Background: an optimization exercise with open tools, aiming at small area. Do not read the settings as production practice.
At most, simulation tests tie the RTL to the original design; equivalence was not proved.
Function not checked in run 2: the RTL went through the layout flow alone.
Power and IR drop assume default switching activity.

### flow/design.v
package ex_pkg;
    localparam int XLEN   = 32;
    localparam int REG_AW = 5;
endpackage
import ex_pkg::*;
module ex_top
(
    input  logic              clk,
    input  logic              rst_n_i,
    input  logic              in_valid_i,
    output logic              in_ready_o,
    input  logic [XLEN-1:0]   inst_i,
    input  logic [XLEN-1:0]   inst_addr_i,
    input  logic [XLEN-1:0]   op1_i,
    input  logic [XLEN-1:0]   op2_i,
    output logic              res_valid_o,
    input  logic              res_ready_i,
    output logic [XLEN-1:0]   res_data_o,
    output logic [REG_AW-1:0] res_rd_o,
    output logic              res_wb_en_o,
    output logic              jump_en_o,
    output logic [XLEN-1:0]   jump_addr_o
);
    localparam int W = XLEN + REG_AW + 2;  
    logic [6:0]      opcode;
    logic [2:0]      f3;
    logic            is_alu;
    logic            is_br;
    logic            sub;
    logic [XLEN-1:0] bx;
    logic            cout;
    logic            lt_u;
    logic            lt_s;
    logic            eq;
    logic            cond;
    logic            take;
    logic [XLEN-1:0] sh_out;
    logic            fill;
    logic [XLEN-1:0] target;
    logic [XLEN-1:0] val;
    logic [W-1:0]    ent_nxt;
    assign opcode = inst_i[6:0];
    assign f3     = inst_i[14:12];
    assign is_alu = (opcode == 7'h33) || (opcode == 7'h13);
    assign is_br  = (opcode == 7'h63);
    assign sub = inst_i[6] || (!f3[2] && f3[1]) ||
                 (f3 == 3'd0 && inst_i[5] && inst_i[30]);
    assign bx  = op2_i ^ {XLEN{sub}};
    logic [XLEN-1:0] p, g;
    assign p = op1_i ^ bx;
    assign g = op1_i & bx;
    localparam int NL = 9;
    logic [XLEN-1:0] gl [NL+1];
    logic [XLEN-1:0] pl [NL+1];
    assign gl[0] = {g[XLEN-1:1], g[0] | (p[0] & sub)};
    assign pl[0] = p;
    for (genvar l = 0; l < NL; l++) begin : g_pfx
        localparam int D  = (l < 5) ? (1 << l) : (1 << (8 - l));
        localparam bit UP = (l < 5);
        for (genvar i = 0; i < XLEN; i++) begin : g_bit
            if (UP ? ((i % (2 * D)) == 2 * D - 1) : (i >= 3 * D - 1 && (i % (2 * D)) == D - 1)) begin : g_node
                assign gl[l+1][i] = gl[l][i] | (pl[l][i] & gl[l][i-D]);
                assign pl[l+1][i] = pl[l][i] & pl[l][i-D];
            end else begin : g_pass
                assign gl[l+1][i] = gl[l][i];
                assign pl[l+1][i] = pl[l][i];
            end
        end
    end
    assign cout = gl[NL][XLEN-1];
    assign lt_u = !cout;
    assign lt_s = lt_u ^ op1_i[XLEN-1] ^ op2_i[XLEN-1];
    assign eq   = &p;  
    assign cond = f3[2] ? (f3[1] ? lt_u : lt_s) : eq;
    assign take = is_br && (f3[2] || !f3[1]) && (cond ^ f3[0]);
    assign fill = f3[2] && inst_i[30] && op1_i[XLEN-1];
    always_comb begin
        logic [XLEN-1:0] x;
        for (int i = 0; i < XLEN; i++) x[i] = f3[2] ? op1_i[i] : op1_i[XLEN-1-i];
        for (int k = 0; k < 5; k++) begin
            for (int i = 0; i < XLEN; i++) begin
                if (op2_i[k]) x[i] = (i + (1 << k) < XLEN) ? x[i + (1 << k)] : fill;
            end
        end
        sh_out = x;
    end
    logic [11:0] ta, tb, tp;
    logic [11:0] tgl [8];
    logic [11:0] tpl [8];
    logic        ts, ten;
    logic [XLEN-14:0] tt;
    assign ta = inst_addr_i[12:1];
    assign tb = {inst_i[31], inst_i[7], inst_i[30:25], inst_i[11:8]};
    assign tp = ta ^ tb;
    assign tgl[0] = ta & tb;
    assign tpl[0] = tp;
    for (genvar l = 0; l < 7; l++) begin : g_tpfx
        localparam int D  = (l < 4) ? (1 << l) : (1 << (6 - l));
        localparam bit UP = (l < 4);
        for (genvar i = 0; i < 12; i++) begin : g_bit
            if (UP ? ((i % (2 * D)) == 2 * D - 1) : (i >= 3 * D - 1 && (i % (2 * D)) == D - 1)) begin : g_node
                assign tgl[l+1][i] = tgl[l][i] | (tpl[l][i] & tgl[l][i-D]);
                assign tpl[l+1][i] = tpl[l][i] & tpl[l][i-D];
            end else begin : g_pass
                assign tgl[l+1][i] = tgl[l][i];
                assign tpl[l+1][i] = tpl[l][i];
            end
        end
    end
    assign ts  = inst_i[31];
    assign ten = ts ^ tgl[7][11];
    assign tt  = inst_addr_i[XLEN-1:13] ^ {(XLEN-13){ts}};
    logic [XLEN-13:0] tc;
    assign tc[0] = 1'b1;
    for (genvar k = 0; k < XLEN - 13; k++) begin : g_tc
        assign tc[k+1] = tc[k] & tt[k];
    end
    assign target = {inst_addr_i[XLEN-1:13] ^ ({(XLEN-13){ten}} & tc[XLEN-14:0]),
                     tp ^ {tgl[7][10:0], 1'b0}, inst_addr_i[0]};
    logic [XLEN-1:0] lu;
    logic [XLEN-1:0] sll;
    logic            m_p, m_c, m_g, m_l, m_r, m_t, slt;
    assign m_p = !is_br && !f3[0] && (!f3[1] || f3[2]);
    assign m_c = !is_br && !f3[2] && !f3[1] && !f3[0];
    assign m_g = !is_br && f3[2] && f3[1];
    assign m_l = !is_br && !f3[2] && !f3[1] && f3[0];
    assign m_r = !is_br && f3[2] && !f3[1] && f3[0];
    assign m_t = is_br;
    assign slt = !is_br && !f3[2] && f3[1] && (f3[0] ? lt_u : lt_s);
    assign lu  = (p & {XLEN{m_p}}) ^ ({gl[NL][XLEN-2:0], sub} & {XLEN{m_c}}) ^ (g & {XLEN{m_g}});
    always_comb for (int i = 0; i < XLEN; i++) sll[i] = sh_out[XLEN-1-i];
    assign val = lu | (sll & {XLEN{m_l}}) | (sh_out & {XLEN{m_r}}) | (target & {XLEN{m_t}}) |
                 {{(XLEN-1){1'b0}}, slt};
    assign ent_nxt = {~val, (is_alu ? inst_i[11:7] : 5'd0), !is_alu, !take};
    logic d_v, q0_v, q1_v;
    logic wr_en, q_ready, rd_en;
    assign in_ready_o = !d_v || !q1_v;
    assign wr_en      = d_v && !q1_v;
    assign q_ready    = !res_valid_o || res_ready_i;
    assign rd_en      = q0_v && q_ready;
    always_ff @(posedge clk or negedge rst_n_i) begin
        if (!rst_n_i) begin
            d_v         <= 1'b0;
            q0_v        <= 1'b0;
            q1_v        <= 1'b0;
            res_valid_o <= 1'b0;
        end else begin
            if (in_ready_o) d_v <= in_valid_i;
            if (q_ready) res_valid_o <= q0_v;
            q0_v <= wr_en || (q0_v && !rd_en) || q1_v;
            q1_v <= q1_v ? !rd_en : (wr_en && q0_v && !rd_en);
        end
    end
    logic [W-1:0] d_q, q0_q, q1_q, r_q;
    always_ff @(posedge clk) begin
        if (in_ready_o) d_q <= ent_nxt;
        if (!q1_v) q1_q <= d_q;
        if (!q0_v || rd_en) q0_q <= q1_v ? q1_q : d_q;
        if (q_ready) r_q <= q0_q;
    end
    assign res_data_o  = ~(r_q[W-1 -: XLEN] | {XLEN{r_q[1]}});
    assign jump_addr_o = ~(r_q[W-1 -: XLEN] | {XLEN{r_q[0]}});
    assign res_rd_o    = r_q[6:2];
    assign res_wb_en_o = !r_q[1];
    assign jump_en_o   = !r_q[0];
endmodule
### flow/flow/run.sh
#!/bin/bash
# Standard layout with three changes: the smallest buffer on every input and
# output port, no dummy load cells added by clock tree synthesis, and
# downsizing of gates off the critical paths after global routing.
set -euo pipefail
export BUFFER_PORTS_ARGS="-buffer_cell sky130_fd_sc_hd__buf_1"
export CTS_ARGS="-sink_clustering_enable -repair_clock_nets -buf_list sky130_fd_sc_hd__clkbuf_4 -dont_use_dummy_load"
export RECOVER_POWER=100
bash standard.sh > standard.log 2>&1
### flow/standard.sh
#!/bin/bash
# synth_recipe.tcl (not shown) runs the flow's synth.tcl, then flattens the netlist and writes it again
# the make line also repeats each setting of config.mk as NAME=value (left out here)
make -C /OpenROAD-flow-scripts/flow DESIGN_CONFIG=/design/flow/config.mk WORK_HOME=/design/flow/orfs CLKGATE_MAP_FILE= SYNTH_SCRIPT=/design/flow/synth_recipe.tcl "${@:-finish}"
### flow/config.mk
export PLATFORM = sky130hd
export DESIGN_NAME = ex_top
export DESIGN_NICKNAME = ex_top
export VERILOG_FILES = /design/flow/design.v
export SDC_FILE = /design/flow/constraint.sdc
export NUM_CORES = 4
export LEC_CHECK = 0
export ABC_AREA = 1
export CAP_MARGIN = 0
export CORE_MARGIN = 2
export CORE_UTILIZATION = 65
export CTS_BUF_LIST = sky130_fd_sc_hd__clkbuf_4
export SLEW_MARGIN = 0
### flow/constraint.sdc
create_clock -name core_clock -period 5.5 [get_ports {clk}]
set_input_delay 1.1000 -clock core_clock [delete_from_list [all_inputs] [get_ports {clk}]]
set_output_delay 1.1000 -clock core_clock [all_outputs]
set_load 0.01 [all_outputs]
==> metrics.md, run 1 <==
| Metric | Value |
|---|---|
| DR DRC count | 0 |
| Synth area leaders | edfxtp_1 31%, nand2_1 16%, dfxtp_1 6.9% |
| Largest net degree at the start of global routing | 49 |
| Placed Cells | roughly 1,900 |
| Cell Chain, Critical Path | clkbuf_1 > nand2_1 > nor2_1 > and2_0 > clkbuf_1 > nor3_1 > clkbuf_1 > inv_1 > nor2_1 > xor2_1 > o211ai_1 > a21oi_1 |
| Sequential share of power | 0.539 |
| Post-synth EDFFs | 117 |
| Routed length per instance | roughly 17 um |
| Setup Buffers After CTS | 0 |
| Drt via density | 5.625 |
| #FFs+latches synth | 160 |
| Fin crit period | 4.737 ns |
| Final Instance Area | ~12,000 sq um |
| Pre-Repair DR Iteration Count | 5 |
| Clock Sinks | 160 |
| Area growth syn-to-layout | 7.643% |
| Fin crit share | 0.8613 |
| Leakage | approximately 0.0052 uW |
| Fmax | about 210 MHz |
| CP most frequent cell | clkbuf_1 |
| Cell row count | 48 |
| Area after DPL | roughly 12,000 sq um |
| Final WL | 31.22 mm |
| Multi-input gate area | roughly 6000 sq um |
| Number of max-cap violations | 4 |
| Pwr Density | ~270 nW/um^2 |
| Setup tns final | 0 ns |
| FF-to-FF path depth | 5 |
| Switching power | roughly 1100 uW |
| Worst R2R Start | q1_v |
| SO Viols | capacitance limit, slew limit |
| Req. time, crit path | about 5.8 ns |
| Clock Power Share | 0.135 |
| Worst setup startpoint | inst_i[6] |
| CTS root buffer | clkbuf_4 |
| Leading area contributor after synthesis | edfxtp_1 |
| Layout cells sized above 1 | 0.03361 |
| Die extent in y | between 100 and 150 um |
| Core Region | about 17,000 sq um |
| Commonest cells in the netlist | 478 x nand2_1, 158 x nor2_1, 117 x edfxtp_1, 105 x o21ai_0, 96 x inv_1 |
| Post-route non-filler standard cell count | roughly 1,900 |
| Combinational share of power | 0.326 |
| Cts hold-fix bufs | 0 |
| Worst-case clock skew | 0.02588 ns |
| Final hold violation count | 0 |
| Worst rel slew slack | -0.3974 |
| Distinct cells, synth | 54 |
| Mapped cell area | 11,310 sq um |
| Vias in the first global route | roughly 9,300 |
| CTS tree | built |
| FFs w/ async S/R, synth | 0.02500 |
| DR vias | around 11,000 |
| Worst Tran Pin Value | 2.096 ns |
| Gpl congestion | ~0.96 |
| Tot GR Track Use | 0.3396 |
| Clk slew on worst S/H paths | 0.11 ns |
| Worst-Skew Late Latency | 0.50 ns |
| Critical R2R Capture | q1_v |
| Total global routing overflow | 0 |
| Max-slew violation count | between 150 and 200 |
| Post-Synthesis Cells | roughly 1,500 |
| Power Internal | 2137 uW |
| Net Sw Frac | 0.3461 |
| Starting Density | 0.6586 |
| Syn_nets | ~1,700 |
| Max FO, Critical Path | 21 |
| Yosys warns | 5 |
| Sequential element share of the synthesized area | 0.3885 |
| Initial antenna violation count | 1 |
| Filler cells | about 1,400 |
| Die area | around 18,000 sq um |
| Nets@finish | approximately 1,800 |
| Max IR drop VDD | ~0.19 mV |
| Post-synth top flop | edfxtp_1 |
| CP max stage delay | roughly 1.1 ns |
| Worst EP arrival | around 5 ns |
| Critical setup path kind | in -> reg |
| CTS H-tree depth | 4 |
| Top-area cell type share of the netlist area | 0.3106 |
| Mean Syn Cell Area | roughly 7.4 sq um |
| Bufs on Longest Clock Path | 2 |
| Num CTS Buffers | 17 |
| First-pass GRT wire length | 48.10 mm |
| DR iter-0 viols | between 900 and 1,000 |
| Remaining antenna violation count after routing | 0 |
| Startpoint Class | input pin |
| Port-buffer cells | 194 |
| FF+latch area | roughly 4400 sq um |
| Most frequent cell after synthesis | nand2_1 |
| # setup viols final | 0 |
| Width of the die | around 140 um |
| Slowest cell on crit path | nor3_1 |
| Boundary pin count | roughly 210 |
| Detailed placement HPWL | ~25 mm |
| RSZ-0062 raised after global routing | false |
| CP endpoint kind | flip-flop |
| Post-CTS sizing | 0 |
| Status | finished with violations |
| Hold Crit Class | in -> async |
| R2r setup slk | between 2 and 2.5 ns |
[flip-flops by register name, summed over array words and instances (netlist names)]
| signal | cells |
|---|---|
| d_v | 1 |
| q0_q | 39 |
| q1_q | 39 |
| res_valid_o | 1 |
| q1_v | 1 |
| r_q | 39 |
| q0_v | 1 |
| d_q | 39 |
[metal layers]
layer,global-route usage,part of all wire,up-vias
li1,-,-,5327
met1,0.4470,0.42,4722
met2,0.5752,0.48,519
met5,0,0,-
met3,0.03952,0.069,74
met4,0.1343,0.039,0
[kinds of logic (layout without fill, tap and decap cells)]
kind of cell,count (synthesis),count (layout),share of synthesized area
buf+inv,182,329,0.06780
mux,11,11,0.009955
fa+ha+maj,49,49,0.05818
simple gates,752,752,0.2712
other cells,0,1,0
compound gates,279,279,0.1378
flops,160,160,0.3885
xor+xnor,86,86,0.06659
[layout make-up]
class / count / area share
multi-input cells: 1177 / 0.5043
flip-flops and latches: 160 / 0.3609
repair buffers: 211 / 0.06987
inverters: 101 / 0.03113
well taps: 225 / 0.02312
clock buffers: 17 / 0.01048
diodes: 1 / 0.0002055
[critical path: cells and delay by family]
kind                      cells  cell delay (ns)
AOI/OAI and AO/OA             2             0.35
xor gates and xnor gates      1             0.24
buffers and inverters         4             1.73
and+or+nand+nor               5             1.61
[worst max path at each step]
stage / depth (start not counted) / end
5_1_grt: 4 / in_ready_o
2_1_floorplan: 19 / d_q[35]
6_report: 12 / d_q[13]
3_3_place_gp: 19 / d_q[32]
3_5_place_dp: 18 / d_q[32]
4_1_cts: 18 / d_q[32]
[power groups by stage]
stage	clock network, uW	registers (uW)	logic [uW]
after floorplan	0	1740	743
after global placement	0	1760	1010
after detailed placement	0	1790	1040
after global routing	500	1790	1190
after CTS	449	1760	1050
final	442	1760	1060
[layout by cell type (no fill, tap or decap), types with 8 or more instances in the layout]
master / synthesis / final
dfxtp_1: 39 / 39
xor2_1: 61 / 61
o21ai_1: 54 / 53
o21ai_0: 105 / 106
o22ai_1: 8 / 8
buf_4: 8 / 11
nor2_1: 158 / 158
o211ai_1: 13 / 13
clkbuf_4: 0 / 17
nor3_1: 14 / 16
or2_1: 9 / 9
edfxtp_1: 117 / 117
ha_1: 43 / 43
buf_1: 9 / 189
nand4_1: 9 / 9
inv_1: 96 / 96
nand3_1: 56 / 56
nand2_1: 478 / 479
a21oi_1: 59 / 60
mux2i_1: 9 / 9
clkbuf_1: 46 / 9
xnor2_1: 25 / 25
[through the flow]
stage / total power (uW) / util / setup slack, ns / hold slack, ns
final: 3268 / 0.7089 / 0.7629 / 0.4061
after global routing: 3476 / 0.7089 / 0.5656 / 0.3773
after CTS: 3258 / 0.7115 / 1.473 / 0.3771
after detailed placement: 2829 / 0.7041 / 0.9296 / 0.4045
after global placement: 2769 / 0.7041 / 1.050 / 0.4015
after floorplan: 2480 / - / 1.655 / 0.4003
==> run 2, diff against run 1 <==
--- a/flow/design.v
+++ b/flow/design.v
@@ -21,7 +21,7 @@
     output logic              jump_en_o,
     output logic [XLEN-1:0]   jump_addr_o
 );
-    localparam int W = XLEN + REG_AW + 2;  
+    localparam int W = XLEN + REG_AW + 1;  
     logic [6:0]      opcode;
     logic [2:0]      f3;
     logic            is_alu;
@@ -131,7 +131,7 @@
     always_comb for (int i = 0; i < XLEN; i++) sll[i] = sh_out[XLEN-1-i];
     assign val = lu | (sll & {XLEN{m_l}}) | (sh_out & {XLEN{m_r}}) | (target & {XLEN{m_t}}) |
                  {{(XLEN-1){1'b0}}, slt};
-    assign ent_nxt = {~val, (is_alu ? inst_i[11:7] : 5'd0), !is_alu, !take};
+    assign ent_nxt = {~val, (is_alu ? inst_i[11:7] : {4'd0, take}), !is_alu};
     logic d_v, q0_v, q1_v;
     logic wr_en, q_ready, rd_en;
     assign in_ready_o = !d_v || !q1_v;
@@ -158,9 +158,9 @@
         if (!q0_v || rd_en) q0_q <= q1_v ? q1_q : d_q;
         if (q_ready) r_q <= q0_q;
     end
-    assign res_data_o  = ~(r_q[W-1 -: XLEN] | {XLEN{r_q[1]}});
-    assign jump_addr_o = ~(r_q[W-1 -: XLEN] | {XLEN{r_q[0]}});
-    assign res_rd_o    = r_q[6:2];
-    assign res_wb_en_o = !r_q[1];
-    assign jump_en_o   = !r_q[0];
+    assign res_wb_en_o = !r_q[0];
+    assign jump_en_o   = r_q[0] && r_q[1];
+    assign res_rd_o    = r_q[5:1] & {REG_AW{!r_q[0]}};
+    assign res_data_o  = ~(r_q[W-1 -: XLEN] | {XLEN{r_q[0]}});
+    assign jump_addr_o = ~(r_q[W-1 -: XLEN] | {XLEN{!jump_en_o}});
 endmodule
==> flow/flow/run.sh (replaced) <==
#!/bin/bash
# Standard layout with two changes: the smallest buffer on every input and
# output port, and no dummy load cells added by clock tree synthesis.
set -euo pipefail
export BUFFER_PORTS_ARGS="-buffer_cell sky130_fd_sc_hd__buf_1"
export CTS_ARGS="-sink_clustering_enable -repair_clock_nets -buf_list sky130_fd_sc_hd__clkbuf_4 -dont_use_dummy_load"
bash standard.sh > standard.log 2>&1
==> metrics.md, run 2 <==
| Metric | Value |
|---|---|
| Final hold violation count | 0 (unchanged) |
| Cts hold-fix bufs | 0 (unchanged) |
| Net Sw Frac | 0.3488 (+0.002719) |
| Yosys warns | 5 (unchanged) |
| Max IR drop VDD | 0.2006 mV (+3.5%) |
| Worst-Skew Late Latency | 0.52 ns (+0.02 ns) |
| Max FO, Critical Path | 18 (-14%) |
| DR vias | 10,740 (+0.94%) |
| Num CTS Buffers | 17 (unchanged) |
| #FFs+latches synth | 156 (-2.5%) |
| Max-slew violation count | 0 (-100%) |
| Setup tns final | 0 ns (unchanged) |
| Distinct cells, synth | 58 (+7.4%) |
| First-pass GRT wire length | 47.89 mm (-0.44%) |
| Fin crit share | 0.7726 (-0.08867) |
| Bufs on Longest Clock Path | 2 (unchanged) |
| DR DRC count | 0 (unchanged) |
| Multi-input gate area | 6221 sq um (+1.3%) |
| Area after DPL | 12,140 sq um (+0.39%) |
| Detailed placement HPWL | 24.92 mm (-1.5%) |
| Nets@finish | 1,874 (+1.4%) |
| Commonest non-fill, non-tap cell in the layout | nand2_1 |
| Clock Sinks | 156 (-2.5%) |
| Pre-Repair DR Iteration Count | 7 (+2) |
| Synth area leaders | edfxtp_1 30%, nand2_1 15%, dfxtp_1 6.7% |
| Switching power | 1122 uW (-0.85%) |
| Post-synth EDFFs | 114 (-2.6%) |
| Final Instance Area | 12,270 sq um (+0.78%) |
| Clk slew on worst S/H paths | 0.11 ns (about the same) |
| CP endpoint kind | flip-flop |
| Port-buffer cells | 194 (unchanged) |
| Post-Synthesis Cells | 1,534 (+0.99%) |
| Boundary pin count | 205 (unchanged) |
| # setup viols final | 0 (unchanged) |
| Commonest cells after routing, fill and taps aside | 455 x nand2_1, 193 x buf_1, 191 x nor2_1 |
| Cell row count | 48 (unchanged) |
| Clock Power Share | 0.136 (about the same) |
| Combinational share of power | 0.335 (+0.009) |
| Vias in the first global route | 9,451 (+1.5%) |
| Initial antenna violation count | 1 (unchanged) |
| Power Internal | 2094 uW (-2.0%) |
| Leakage | 0.005364 uW (+3.6%) |
| Drt via density | 5.604 (-0.38%) |
| Top-area cell type share of the netlist area | 0.3033 (-0.007259) |
| Layout cells sized above 1 | 0.04731 (+0.01370) |
| Worst-case clock skew | 0.03503 ns (+0.009145 ns) |
| CTS tree | built |
| Worst Tran Pin Value | 1.071 ns (-1.025 ns) |
| Leading area contributor after synthesis | edfxtp_1 |
| RSZ-0062 raised after global routing | false |
| Pwr Density | 262.0 nW/um^2 (-2.4%) |
| Die area | 18,430 sq um (-0.22%) |
| CTS root buffer | clkbuf_4 |
| Width of the die | 135.8 um (-0.11%) |
| Post-synth top flop | edfxtp_1 |
| Worst rel slew slack | 0.2854 (+0.6828) |
| Most frequent cell after synthesis | nand2_1 |
| Total global routing overflow | 0 (unchanged) |
| Starting Density | 0.6594 (+0.0007757) |
| Status | timing/DRC/antenna clean |
| Routed length per instance | 16.11 um (-2.4%) |
| Critical setup path kind | in -> reg |
| Tot GR Track Use | 0.3371 (-0.002563) |
| Final WL | 30.88 mm (-1.1%) |
| FF+latch area | 4284 sq um (-2.5%) |
| DR iter-0 viols | 772 (-17%) |
| Commonest cells in the netlist | 455 x nand2_1, 191 x nor2_1, 121 x inv_1, 114 x edfxtp_1, 102 x o21ai_0 |
| Number of max-cap violations | 0 (-4) |
| Mean Syn Cell Area | 7.357 sq um (-1.2%) |
| Hold Crit Class | in -> async |
| Gpl congestion | 1.014 (+5.3%) |
| Area growth syn-to-layout | 8.736% |
| Worst EP arrival | 4.61 ns (-0.45 ns) |
| Startpoint Class | input pin |
| Fin crit period | 4.249 ns (-0.4877 ns) |
| Sequential share of power | 0.530 (-0.009) |
| Filler cells | 1,419 (-2.1%) |
| Syn_nets | 1,715 (+0.88%) |
| Req. time, crit path | 5.86 ns (+0.04 ns) |
| Post-CTS sizing | 0 (unchanged) |
| Die extent in y | 135.8 um (-0.11%) |
| Largest net degree at the start of global routing | 43 (-12%) |
| Mapped cell area | 11,290 sq um (-0.23%) |
| Remaining antenna violation count after routing | 0 (unchanged) |
| Fmax | 235.3 MHz (+11%) |
| Core Region | 17,120 sq um (-0.35%) |
| Setup Buffers After CTS | 0 (unchanged) |
| CTS H-tree depth | 4 (unchanged) |
| FFs w/ async S/R, synth | 0.02564 (+0.0006410) |
| Sequential element share of the synthesized area | 0.3796 (-0.008852) |
-- run 2: cell count changes after synthesis, moves of 12 or more --
| cell | delta |
|---|---|
| nor2_1 | +33 |
| inv_1 | +25 |
| nand2_1 | -23 |
| a21oi_1 | -18 |
| o21ai_1 | +12 |
-- run 2: worst paths after layout --
path                       cells past startpoint  startpoint  endpoint  slack (ns)
max                                           11   inst_i[6]   d_q[13]        1.25
min                                            1     rst_n_i       d_v        0.39
max reg2reg                                    5        q1_v      q1_v        3.52
min reg2reg                                    0    q0_q[10]   r_q[10]        0.42
max in group asynchronous                      1     rst_n_i      q0_v        4.89
min in group core_clock                        0    q0_q[10]   r_q[10]        0.42
-- run 2: layout make-up --
cell class | count | area share
Antenna cell | 1 | 0.0002039
Multi-Input combinational cell | 1178 | 0.5069
Sequential cell | 156 | 0.3491
Tap cell | 225 | 0.02294
Timing Repair Buffer | 211 | 0.07086
Inverter | 129 | 0.03956
Clock buffer | 17 | 0.01040
-- run 2: critical path, stage by stage --
cell	delay (ns)
buf_1	0.19
nand4_2	0.46
nand2_1	0.13
nor2_1	0.75
clkinv_1	0.81
o21ai_1	0.36
xor2_1	0.17
nand2_1	0.05
o21ai_0	0.18
o211ai_1	0.23
nor2_1	0.14
-- run 2: metrics by stage --
step                      cells  power [uW]  worst slack (ns)  hold WS [ns]    util
after floorplan            1534        2434             1.345        0.4003       -
after global placement     1899        2734            0.8831        0.4002  0.7094
after detailed placement   1899        2788            0.8590        0.4045  0.7094
after CTS                  1916        3215             1.414        0.3728  0.7168
after global routing       1917        3430             1.075        0.3785  0.7170
final                      1917        3215             1.251        0.3883  0.7170
-- run 2: cells by family after synthesis --
group	synth area share
adders and majority gates	0.05832
AOI/OAI and AO/OA	0.1378
buffers and inverters	0.06962
and+or+nand+nor	0.2765
DFF	0.3796
muxes	0.01530
xor gates and xnor gates	0.06286
-- run 2: metal layers --
metal | GRT usage | vias up | share of wire
li1 | - | 5361 | -
met1 | 0.4291 | 4745 | 0.40
met2 | 0.5623 | 551 | 0.46
met3 | 0.04676 | 85 | 0.086
met4 | 0.1730 | 0 | 0.053
met5 | 0 | - | 0
-- run 2: power by group through the flow --
stage                     Clock, uW  Combinational, uW  Sequential, uW
after global placement            0               1030            1710
after global routing            490               1210            1730
final                           436               1080            1700
after floorplan                   0                737            1700
after detailed placement          0               1060            1730
after CTS                       444               1070            1700

afterwards: timing with drivers on the ports:
Ports are ideal in the flow. The routed layouts listed here were re-timed in OpenROAD. Step 1 assumes that a clkbuf_16 drives the clock port and a buf_2 every other input. Step 2 times the ports against the registers' clock, not the clock port: input delays grow and output delays shrink by t, the midpoint of the rising clock arrivals with the driver on. Three values: no drivers, after step 1, after step 2; two values: the first two.
run | t, ns | setup WS [ns] | latest minus earliest clock arrival (ns) | worst slew at a driven data input, ns | pins driven straight from the clock port
run 1 | 0.527 | 0.763 / 0.780 / 0.253 | 0.027 / 0.026 | 0.05 | 1
run 2 | 0.534 | 1.251 / 1.261 / 0.727 | 0.035 / 0.036 | 0.07 | 1
For run 2, which loses most, drivers alone change the setup slack by +0.010 ns; drivers and shift together by -0.524 ns.
